Source: an optimization exercise on an open RTL-to-GDS flow (aim: small area, a short achievable clock period and few clock cycles per item). Production flows keep margins and buffers that such runs may drop.
Only simulation tests tie the RTL to the original design; equivalence was not proved.

Design argb_over_blend_unit, start of the top module:
module argb_over_blend_unit (
  input  logic                clk,
  input  logic                rst_n,
  input  logic                in_valid,
  output logic                in_stall,
  input  aob_pkg::pix_t       in_fg_argb,
  input  aob_pkg::pix_t       in_bg_argb,
  output logic                out_valid,
  input  logic                out_stall,
  output aob_pkg::pix_t       out_argb
);
  localparam int NV = 7;   
  logic          sv;       
  logic          sv_o;     
  logic          en;       
  logic          ov;       
  logic [NV-1:0] v;
  logic          load_out;
  logic          arrive;
  assign en       = !sv;
  assign in_stall = sv_o;
  function automatic logic [9:0] pp4(input logic [1:0] m, input logic [7:0] y, input logic [9:0] y3);
    case (m)
      2'd0: pp4 = 10'd0;
      2'd1: pp4 = {2'd0, y};
      2'd2: pp4 = {1'b0, y, 1'b0};
      default: pp4 = y3;
    endcase
  endfunction
  function automatic logic [31:0] csa(input logic [15:0] p, input logic [15:0] q, input logic [15:0] r);
    logic [15:0] sm, cy;
    sm = p ^ q ^ r;
    cy = (p & q) | (p & r) | (q & r);
    csa = {cy[14:0], 1'b0, sm};
  endfunction
  function automatic logic [15:0] div1(input logic [15:0] n, input logic [7:0] d);
    logic [8:0] w, df;
    w  = {n[15:8], n[7]};
    df = w - {1'b0, d};
    if (!df[8]) div1 = {df[7:0], n[6:0], 1'b1};
    else        div1 = {w[7:0],  n[6:0], 1'b0};
  endfunction
  function automatic logic [15:0] div2(input logic [15:0] n, input logic [7:0] d, input logic [9:0] d3);
    logic [9:0]  w;
    logic [10:0] t1, t2, t3;
    w  = {n[15:8], n[7:6]};
    t1 = {1'b0, w} - {3'd0, d};
    t2 = {1'b0, w} - {2'd0, d, 1'b0};
    t3 = {1'b0, w} - {1'b0, d3};
    if (!t3[10])      div2 = {t3[7:0], n[5:0], 2'd3};
    else if (!t2[10]) div2 = {t2[7:0], n[5:0], 2'd2};
    else if (!t1[10]) div2 = {t1[7:0], n[5:0], 2'd1};
    else              div2 = {w[7:0],  n[5:0], 2'd0};
  endfunction
  logic [7:0]  r0_a;
  logic [9:0]  r0_a3;
  logic [31:0] r0_xr;
  logic [23:0] r0_dd, r0_b;
  logic [2:0]  r0_neg;
  logic        r0_z;
  logic [15:0] r1_x;
  logic [7:0]  r1_a;
  logic [47:0] r1_ps, r1_pc;
  logic [23:0] r1_b;
  logic [2:0]  r1_neg;
  logic        r1_z;
  logic [47:0] r2_n, r3_n, r4_n, r5_n, r6_n;
  logic [7:0]  r2_d, r3_d, r4_d, r5_d, r6_d;
  logic [9:0]  r3_d3, r4_d3, r5_d3;
  ...
export LEC_CHECK = 0
export CAP_MARGIN = 20
export CORE_MARGIN = 2
export CORE_UTILIZATION = 65
export CTS_BUF_LIST = sky130_fd_sc_hd__clkbuf_8
export CTS_CLUSTER_DIAMETER = 100
export CTS_CLUSTER_SIZE = 14
export PLACE_DENSITY = 0.7
export SETUP_SLACK_MARGIN = 2.9
export SLEW_MARGIN = 20
create_clock -name core_clock -period 6.0 [get_ports {clk}]
run.sh (not shown) runs the stock make flow with config.mk's settings and CLKGATE_MAP_FILE= SYNTH_SCRIPT=/design/flow/synth_recipe.tcl, a recipe that flattens the netlist after the stock synthesis.
Testbench counts at the start, summed over its fixed seeds: cycles 16,064, items 16,000.
Edit:
CORE_UTILIZATION = 60   (was 65)
CTS_BUF_LIST = sky130_fd_sc_hd__clkbuf_16   (was sky130_fd_sc_hd__clkbuf_8)
CTS_CLUSTER_SIZE = 20   (was 14)
PLACE_DENSITY = unset   (was 0.7)
Sequential share of layout area falls by 0.61 points. Via count falls by 0.43%. Area after synthesis stays the same. Non-clock buffer count rises by 35. Final cell count rises by 2.0%. Routed wire length rises by 0.70%. Global-route usage falls by 1.9 points. Die area rises by 8.2%. Critical path depth rises by 7.
Edit:
CORE_UTILIZATION = 70   (was 60)
CTS_BUF_LIST = unset   (was sky130_fd_sc_hd__clkbuf_16)
CTS_CLUSTER_DIAMETER = unset   (was 100)
CTS_CLUSTER_SIZE = unset   (was 20)
- count of clock-buffer cells in the layout rises by 58
- sequential share of layout area falls by 1.0 points
- routed wire length rises by about 11%
- final cell count falls by 1.6%
Edit:
CORE_UTILIZATION = 60   (was 70)
CTS_BUF_LIST = sky130_fd_sc_hd__clkbuf_4 sky130_fd_sc_hd__clkbuf_8   (was unset)
Outcome: Area after synthesis does not change. Non-clock buffer count fell by 41. Routed wire length fell by 8.7%. Hold slack got worse by 0.043 ns. Die area rose by about 16%. Worst setup slack improved by 0.14 ns. Clock-buffer cell count rose by 58. Via count fell by about 5%.

-- afterwards: timing with drivers on the ports --
Ports are ideal in the flow. The routed layouts listed here were re-timed in OpenROAD.
Step 1 (the two cells are an assumption about what drives the block):
set clk [get_ports {clk}]
set_driving_cell -lib_cell sky130_fd_sc_hd__clkbuf_16 $clk
set_driving_cell -lib_cell sky130_fd_sc_hd__buf_2 [delete_from_list [all_inputs] $clk]
Step 2 adds t to the input delays and takes it off the output delays; t is the mean of the earliest and latest rising clock arrival at the registers after step 1. Input paths then give back, and output paths get back, about the clock's delay inside the block.
Slacks: ideal / step 1 / step 2; pairs: ideal / step 1.
| run | t, ns | slack for setup (ns) | hold WS [ns] | clock arrival spread, ns | pins driven straight from the clock port |
|---|---|---|---|---|---|
| the first run | 0.760 | 2.904 / 2.904 / 2.237 | 0.398 / 0.398 / 0.398 | 0.056 / 0.057 | 1 |
| the second run | 0.670 | 2.843 / 2.843 / 2.286 | 0.408 / 0.408 / 0.408 | 0.040 / 0.040 | 1 |
| the third run | 0.694 | 2.760 / 2.760 / 2.209 | 0.406 / 0.406 / 0.406 | 0.030 / 0.030 | 1 |
| the fourth run | 0.798 | 2.897 / 2.897 / 2.179 | 0.363 / 0.363 / 0.363 | 0.092 / 0.093 | 1 |
After both steps every run listed still meets setup and hold. The setup slack of the fourth run, which loses most, moves by 0.000 ns with the drivers and by -0.718 ns with both steps.
